What follows belongs to an exercise in optimizing a design on an open flow for small area, a short achievable clock period and few clock cycles per item; a production flow would make more cautious choices.
Function was not checked in any run shown here: the RTL went through the layout flow alone.

==> flow/design.v, too long to show whole: its modules and the start of the top module <==
// module yuv2rgb_top: 589 lines
module yuv2rgb_top #(
	parameter int img_width = 320,
	parameter int img_height = 240
) (
	input logic CLOCK_50_I,
	input logic Resetn,
	input logic start,
	input logic [15:0] read_data,
	output logic [15:0] write_data,
	output logic [17:0] address,
	output logic write_en_n,
	output logic done
);
  // ...
==> flow/run.sh <==
#!/bin/bash
# synth_recipe.tcl (not shown) runs the flow's synth.tcl, then flattens the netlist and writes it again
# the make line also repeats each setting of config.mk as NAME=value (left out here)
make -C /OpenROAD-flow-scripts/flow DESIGN_CONFIG=/design/flow/config.mk WORK_HOME=/design/flow/orfs CLKGATE_MAP_FILE= SYNTH_SCRIPT=/design/flow/synth_recipe.tcl finish
==> flow/config.mk <==
export PLATFORM = sky130hd
export DESIGN_NAME = yuv2rgb_top
export DESIGN_NICKNAME = yuv2rgb_top
export VERILOG_FILES = /design/flow/design.v
export SDC_FILE = /design/flow/constraint.sdc
export NUM_CORES = 4
export LEC_CHECK = 0
export CAP_MARGIN = 20
export CORE_MARGIN = 2
export CORE_UTILIZATION = 40
export SLEW_MARGIN = 20
==> flow/constraint.sdc <==
create_clock -name core_clock -period 11.0 [get_ports {CLOCK_50_I}]
set_input_delay 2.2000 -clock core_clock [delete_from_list [all_inputs] [get_ports {CLOCK_50_I}]]
set_output_delay 2.2000 -clock core_clock [all_outputs]
set_load 0.01 [all_outputs]
==> results.cfg, run 1 <==
[status]
outcome = complete, no violations

[synthesis]
synth_top_area_frac = 0.233
synth_cell_type_count = 79
synth.avg_cell_area_um2 = 10.7
synth-adder-area-share = 0.292
synth-xor-area-share = 0.0295
synthMuxAreaShare = 0.0163

[worst_hold_path]
hold_path_class = flop to flop
worstHoldStart = cw[9][3]$_DFFE_PP_

[finish]
num-fill-cells = 5837
final_cell_mix = inv_1 (457), ha_1 (257), fa_1 (207), dfxtp_1 (199), edfxtp_1 (196)
nNetsFinal = 2894
clock_cell_area_share = 0.0504
buf_share = 0.0230
antenna_cells = 0
buffers_excl_clock = 68

[clock_tree]
cts_setup_buffers = 0
clock_path_buffers = 3

[die]
taps = 846

[drt]
top_layer = met4
viasPerCell = 4.98

[worst_setup_path]
rr_worst_depth = 13
path_max_fanout = 5

[grt]
grt_util_all_layers = 0.182
top_usage_layer = met2

[timing]
setup_viol = 0
fin_crit_ns = 4.66
==> run 2, diff against run 1 <==
--- a/flow/design.v
+++ b/flow/design.v
@@ -15,48 +15,41 @@
 	localparam int n_pairs = img_width * img_height / 2;
 	localparam logic [17:0] u_base = 18'(img_width * img_height / 2);
 	localparam logic [17:0] v_base = 18'(img_width * img_height * 3 / 4);
 	localparam logic [16:0] rgb_first = 17'(146944 - 131072);
 	localparam logic [15:0] y_end = 16'(n_pairs / 2 + 1);
 	localparam logic [17:0] u_base2 = u_base + 18'd2;
 	localparam logic [17:0] v_base2 = v_base + 18'd2;
 	localparam logic [6:0] col_idle = 7'(macros_per_row - 2);
-	function automatic logic [31:0] inc(input logic [31:0] a);
-		logic c;
-		c = 1'b1;
-		for (int i = 0; i < 32; i++) begin
-			inc[i] = a[i] ^ c;
-			c = c & a[i];
-		end
-	endfunction
 	logic active;
+	logic write_en;
 	logic [3:0] ph;
 	logic [15:0] mc;
 	logic [6:0] col;
 	logic wr_ok;
 	logic [16:0] rgb;
 	logic finish;
 	logic wr_ok_n;
 	logic wr_issue;
 	logic [17:0] c_addr;
-	assign finish = active && (ph == 4'd5) && (mc == y_end);
-	assign wr_ok_n = wr_ok || ((ph == 4'd5) && (col == 7'd0));
-	assign wr_issue = active && !finish && wr_ok_n && ((ph == 4'd1) || (ph == 4'd3)
-		|| (ph == 4'd4) || (ph == 4'd5) || (ph == 4'd7) || (ph == 4'd8));
+	assign finish = active && (ph == 4'd6) && (mc == y_end);
+	assign wr_ok_n = wr_ok || ((ph == 4'd6) && (col == 7'd0));
+	assign wr_issue = active && !finish && wr_ok_n && ((ph == 4'd1) || (ph == 4'd2)
+		|| (ph == 4'd4) || (ph == 4'd5) || (ph == 4'd6) || (ph == 4'd8));
 	assign c_addr = ((ph == 4'd0) ? v_base2 : u_base2) + {{2{mc[15]}}, mc};
 	always_ff @(posedge CLOCK_50_I or negedge Resetn) begin
 		if (!Resetn) begin
 			active <= 1'b0;
 			ph <= 4'd9;
 			done <= 1'b0;
-			write_en_n <= 1'b1;
+			write_en <= 1'b0;
 		end else begin
 			done <= finish;
-			write_en_n <= !wr_issue;
+			write_en <= wr_issue;
 			if (!active) begin
 				if (start) begin
 					active <= 1'b1;
 					ph <= 4'd0;
 				end else begin
 					ph <= 4'd9;
 				end
 			end else if (finish) begin
@@ -70,33 +63,34 @@
 	always_ff @(posedge CLOCK_50_I) begin
 		if (!active || finish) begin
 			mc <= 16'hfffe;
 			col <= col_idle;
 			wr_ok <= 1'b0;
 			rgb <= rgb_first;
 		end else begin
 			wr_ok <= wr_ok_n;
-			if (ph == 4'd2) begin
-				mc <= 16'(inc(32'(mc)));
+			if (ph == 4'd3) begin
+				mc <= mc + 16'd1;
 			end
 			if (ph == 4'd7) begin
-				col <= (col == 7'(macros_per_row - 1)) ? 7'd0 : 7'(inc(32'(col)));
+				col <= (col == 7'(macros_per_row - 1)) ? 7'd0 : col + 7'd1;
 			end
 			if (wr_issue) begin
-				rgb <= 17'(inc(32'(rgb)));
+				rgb <= rgb + 17'd1;
 			end
 		end
 		case (ph)
-			4'd2: address <= {1'b0, mc, 1'b1};
-			4'd6: address <= {1'b0, mc, 1'b0};
+			4'd3: address <= {1'b0, mc, 1'b1};
+			4'd7: address <= {1'b0, mc, 1'b0};
 			4'd9, 4'd0: address <= c_addr;
 			default: address <= {1'b1, rgb};
 		endcase
 	end
+	assign write_en_n = !write_en;
 	logic [7:0] cw [0:11];
 	logic [7:0] us, vs;
 	logic n_allc, n_a, n_b;
 	logic vsel;
 	logic cl_l0, cl_l1, cl_r7, cl_r8, cl_r9;
 	assign n_allc = (ph == 4'd9) || (ph == 4'd0) || (ph == 4'd3) || (ph == 4'd4);
 	assign n_a = (ph == 4'd1) || (ph == 4'd2);
 	assign n_b = (ph == 4'd5) || (ph == 4'd6);
@@ -224,30 +218,40 @@
 	assign {hf_c133, hf_s132} = {1'b0, hf_s68} + {1'b0, hf_c99} + {1'b0, hf_s100};
 	assign {hf_c135, hf_s134} = {1'b0, hf_c69} + {1'b0, hf_s102} + {1'b0, hf_c101};
 	assign {hf_c137, hf_s136} = {1'b0, hf_s76} + {1'b0, hf_c103} + {1'b0, hf_s104};
 	assign {hf_c139, hf_s138} = {1'b0, hf_c77} + {1'b0, hf_s106} + {1'b0, hf_c105};
 	assign {hf_c141, hf_s140} = {1'b0, hf_c81} + {1'b0, hf_s108} + {1'b0, hf_c107};
 	assign {hf_c143, hf_s142} = {1'b0, hf_s110} + {1'b0, hf_c83} + {1'b0, hf_c109};
 	assign f_ra = {hf_c143, hf_c141, hf_c139, hf_c137, hf_c135, hf_c133, hf_c131, hf_c129, hf_c127, hf_c125, hf_c123, hf_c121, hf_c119, hf_c117, hf_c115, hf_c113, hf_s112};
 	assign f_rb = {hf_c111, hf_s142, hf_s140, hf_s138, hf_s136, hf_s134, hf_s132, hf_s130, hf_s128, hf_s126, hf_s124, hf_s122, hf_s120, hf_s118, hf_s116, hf_s114, 1'b1};
-	assign f_sum = f_ra + f_rb;
+	logic [8:0] f_lo;
+	logic [8:0] fh_a, fh_b;
+	logic fh_c;
+	assign f_lo = {1'b0, f_ra[7:0]} + {1'b0, f_rb[7:0]};
+	always_ff @(posedge CLOCK_50_I) begin
+		fh_a <= f_ra[16:8];
+		fh_b <= f_rb[16:8];
+		fh_c <= f_lo[8];
+	end
+	assign f_sum = {fh_a, fh_c, 7'd0} + {fh_b, fh_c, 7'd0};
 	assign fir_out = f_sum[16:8];
 	logic [15:0] yreg;
 	logic [7:0] l_in;
 	logic [23:0] l_ra, l_rb;
 	logic [23:0] l_reg;
 	logic [8:0] pu_p, pu_n, pv_p, pv_n;
 	logic [26:0] sr_ra, sr_rb, sg_ra, sg_rb, sb_ra, sb_rb;
 	logic [16:0] lo_r, lo_g, lo_b;
 	logic [10:0] mr_a, mr_b, mg_a, mg_b, mb_a, mb_b;
 	logic mr_c, mg_c, mb_c;
 	logic [11:0] hr, hg, hb;
 	logic [7:0] pix_r, pix_g, pix_b;
 	logic [7:0] save_b;
+	logic [15:0] save_gb;
 	function automatic logic [7:0] clip8(input logic [10:0] s);
 		if (s[10]) begin
 			clip8 = 8'd0;
 		end else if (s[9:8] != 2'd0) begin
 			clip8 = 8'd255;
 		end else begin
 			clip8 = s[7:0];
 		end
@@ -544,46 +548,50 @@
 	assign sb_rb = {hb_c73, hb_s120, hb_s118, hb_s116, hb_s114, hb_s112, hb_s110, hb_s108, hb_s106, hb_s104, hb_s102, hb_s100, hb_s98, hb_s96, hb_s94, hb_s92, hb_s90, hb_s88, hb_s86, hb_s84, hb_s82, hb_s80, hb_s78, hb_s76, hb_s26, 1'b0, 1'b1};
 	assign lo_r = {1'b0, sr_ra[15:0]} + {1'b0, sr_rb[15:0]};
 	assign lo_g = {1'b0, sg_ra[15:0]} + {1'b0, sg_rb[15:0]};
 	assign lo_b = {1'b0, sb_ra[15:0]} + {1'b0, sb_rb[15:0]};
 	assign hr = {mr_a, 1'b1} + {mr_b, mr_c};
 	assign hg = {mg_a, 1'b1} + {mg_b, mg_c};
 	assign hb = {mb_a, 1'b1} + {mb_b, mb_c};
 	always_ff @(posedge CLOCK_50_I) begin
-		if ((ph == 4'd5) || (ph == 4'd9)) begin
+		if ((ph == 4'd6) || (ph == 4'd0)) begin
 			yreg <= read_data;
-		end else if ((ph == 4'd3) || (ph == 4'd7)) begin
+		end else if ((ph == 4'd4) || (ph == 4'd8)) begin
 			yreg[15:8] <= yreg[7:0];
 		end
 		l_reg <= l_ra + l_rb;
-		if ((ph == 4'd1) || (ph == 4'd3) || (ph == 4'd5) || (ph == 4'd7)) begin
+		if ((ph == 4'd2) || (ph == 4'd4) || (ph == 4'd6) || (ph == 4'd8)) begin
 			pu_p <= fir_out;
 			pu_n <= ~fir_out;
 		end
-		if ((ph == 4'd2) || (ph == 4'd4) || (ph == 4'd6) || (ph == 4'd8)) begin
+		if ((ph == 4'd3) || (ph == 4'd5) || (ph == 4'd7) || (ph == 4'd9)) begin
 			pv_p <= fir_out;
 			pv_n <= ~fir_out;
 		end
 		mr_a <= sr_ra[26:16];
 		mr_b <= sr_rb[26:16];
 		mr_c <= lo_r[16];
 		mg_a <= sg_ra[26:16];
 		mg_b <= sg_rb[26:16];
 		mg_c <= lo_g[16];
 		mb_a <= sb_ra[26:16];
 		mb_b <= sb_rb[26:16];
 		mb_c <= lo_b[16];
-		if ((ph == 4'd4) || (ph == 4'd6) || (ph == 4'd8) || (ph == 4'd1)) begin
+		if ((ph == 4'd5) || (ph == 4'd7) || (ph == 4'd9) || (ph == 4'd2)) begin
 			pix_r <= clip8(hr[11:1]);
 			pix_g <= clip8(hg[11:1]);
 			pix_b <= clip8(hb[11:1]);
 		end
-		if ((ph == 4'd6) || (ph == 4'd1)) begin
+		if ((ph == 4'd7) || (ph == 4'd2)) begin
 			save_b <= pix_b;
 		end
+		if (ph == 4'd9) begin
+			save_gb <= {pix_g, pix_b};
+		end
 		case (ph)
-			4'd1, 4'd5: write_data <= {pix_r, pix_g};
-			4'd3, 4'd7: write_data <= {save_b, pix_r};
+			4'd1: write_data <= save_gb;
+			4'd2, 4'd6: write_data <= {pix_r, pix_g};
+			4'd4, 4'd8: write_data <= {save_b, pix_r};
 			default: write_data <= {pix_g, pix_b};
 		endcase
 	end
 endmodule
==> run 2 against run 1 <==
Cell area rose by 1.8%. Clock skew up 0.0041 ns. Still clean on timing, DRC and antenna. Die area increased by 1.4%. Final cell count fell by 1.0%. Count of clock-buffer cells in the layout is 5 higher. Sequential share of layout area grew 2.4 points. Flip-flop and latch count increased by 35. Critical path depth down 11.
==> results.cfg, run 2 <==
[status]
outcome = complete, no violations

[synthesis]
syn_nets = 2752
synthCells = 2299
yosysTopAreaCell = edfxtp_1
synth.avg_cell_area_um2 = 11.1
synth_area_um2 = 25600
yosys_warnings = 2
ys_seq_area_frac = 0.426
synth_area_leaders = edfxtp_1 (25%), dfxtp_1 (17%), fa_1 (16%)
synth-seq-cells = 437
synth_ff_type = dfxtp_1
synth_top_area_frac = 0.249
yosysMostFrequentCell = inv_1
synth_edf_count = 212
async_flop_share = 0.0160
synth_cell_type_count = 74
synthTopCellsByCount = inv_1 (474), ha_1 (226), dfxtp_1 (218)

[drt]
vias = 15976
wire_per_inst_um = 17.8
viasPerCell = 4.90
drc = 0
ant_nets = 0
drtIter0Drc = 1102
wirelength_um = 58200
dr.pass1.iters = 6

[worst_setup_path]
cp-start-kind = flop
cp.required_ns = 8.80
max_stage_delay_ns = 0.53
cp_slowest_cell = clkdlybuf4s50_1
path_max_fanout = 1
cp.arrival_ns = 1.53
critPathCaptureType = output port
criticalPathCategory = flop to output port
path_cells = inv_1, clkdlybuf4s50_1

[clock_tree]
path_clk_slew_ns = 0.06
hold_buffers = 0
cts_setup_buffers = 0
h-tree-depth = 2
cts.sinks = 437
root_buffer = clkbuf_16
cts_buffers = 49
clock_path_buffers = 3
clk_latency_ns = 0.61
cts_tree = built
post_cts_resized = 0

[die]
rows = 92
core_area_um2 = 63200
start_util = 0.405
die_x_um = 257
fp.dieArea_um2 = 66000
ioPinCount = 55
die_h_um = 257

[finish]
final_cell_mix = inv_1 (474), ha_1 (226), dfxtp_1 (218), edfxtp_1 (212), fa_1 (208)
largest_reg_flops = 96
antenna_cells = 0
syn_to_final_growth_pct = 12.2
layout-drive-gt1-share = 0.0526
nNetsFinal = 2826
final_common_cell = inv_1

[grt]
grt-ovfl-total = 0
grt_pass1_wl_um = 91800
grt_antenna_before_repair = 2
grt_start_max_net_pins = 86
grt_util_all_layers = 0.178
grt_pass1_vias = 16506

[timing]
slew_headroom = 0.283
setup_viol = 0
finClkSkew_ns = 0.0283
tns_ns = 0
slew_violations = 0
rsz0062_at_grt = no
fmax_ghz = 0.268
fin_crit_ns = 3.73
hold_viol_final = 0
tightest_slew_ns = 1.07
fin_crit_sh = 0.339

[job]
maxCapViolations = 0

[placed_design]
dp_hpwl_um = 45600
port_buffers = 54
gp_congestion = 0.940

[worst_hold_path]
hold_path_class = flop to flop
run 2: changes by cell type in the layout (fill, tap and decap cells not counted), sizes merged, moves of 10 or more:
cell    delta
nand2     -71
o21a      +26
xnor2     +16
edfxtp    +16
ha        -31
dfxtp     +19
a222oi    +16
inv       +17
nor3b     -10
a21oi     -20
nor2      +20
run 2: worst max-delay path, delay by kind of cell (launching register included):
family	cells	cell delay [ns]
buf+inv	2	0.58
flops	1	0.36
run 2: logic make-up after synthesis:
| logic type | count (synthesis) | share of synthesized area |
|---|---|---|
| adders and majority gates | 434 | 0.273 |
| AOI/OAI and AO/OA | 391 | 0.0983 |
| and+or+nand+nor | 369 | 0.0716 |
| xor gates and xnor gates | 108 | 0.0370 |
| DFF | 437 | 0.426 |
| buffers and inverters | 520 | 0.0774 |
| muxes | 40 | 0.0161 |
run 2: per-layer routing:
layer,up-vias,wire length [µm],global-route usage
met4,0,1500,0.0515
met2,331,25800,0.276
li1,7793,-,-
met1,7765,27500,0.252
met3,87,3340,0.0356
met5,-,0,0
run 2: layout make-up:
| type | count | area, µm² |
|---|---|---|
| multi-input combinational | 1342 | 12700 |
| sequential | 437 | 10900 |
| fill | 5870 | 34500 |
| clock buffer | 70 | 1390 |
| timing repair buffer | 67 | 638 |
| inverter | 476 | 1790 |
| clock inverter | 22 | 204 |
| tap | 846 | 1060 |
run 2: through the flow:
stage | setup WS (ns) | hold slack (ns) | utilization | std cells | instance area [µm²]
global placement | 7.40 | 0.400 | 0.429 | 3168 | 27100
global route | 7.18 | 0.422 | 0.454 | 3260 | 28700
floorplan | 5.67 | 0.364 | - | 2299 | 25600
finish | 7.27 | 0.417 | 0.454 | 3260 | 28700
detailed placement | 7.47 | 0.405 | 0.429 | 3168 | 27100
CTS | 7.23 | 0.417 | 0.454 | 3260 | 28700
run 2: worst paths after layout:
kind / depth (start not counted) / endpoint / slack (ns) / start
worst min register to register: 0 / cw[6][4]$_DFFE_PP_ / 0.42 / cw[7][4]$_DFFE_PP_
max in group asynchronous: 1 / ph[3]$_DFF_PN1_ / 8.79 / Resetn
worst max-delay path: 2 / write_en_n / 7.27 / write_en$_DFF_PN0_
worst max register to register: 13 / mg_c$_DFF_P_ / 7.47 / pu_p[5]$_DFFE_PP_
worst min-delay path: 0 / cw[6][4]$_DFFE_PP_ / 0.42 / cw[7][4]$_DFFE_PP_
min in group asynchronous: 1 / ph[1]$_DFF_PN0_ / 1.90 / Resetn

## re-timing with driven ports
Ports are ideal in the flow. The routed layouts listed here were re-timed in OpenROAD. Step 1: set_driving_cell puts a clkbuf_16 on CLOCK_50_I and a buf_2 on each other input, an assumption about the parent block. Step 2 times the ports against the registers' clock, not the clock port: input delays grow and output delays shrink by t, the midpoint of the rising clock arrivals with the driver on. Three values: ideal ports, drivers, drivers and shift; two values: the first two.
| run | t (ns) | setup slack, ns | hold WS [ns] | worst slew at a driven data input, ns |
|---|---|---|---|---|
| run 1 | 0.640 | 6.342 / 6.342 / 6.342 | 0.409 / 0.409 / 0.409 | 0.03 |
| run 2 | 0.649 | 7.275 / 7.221 / 7.471 | 0.417 / 0.417 / 0.417 | 0.04 |
After both steps every run listed still meets setup and hold.
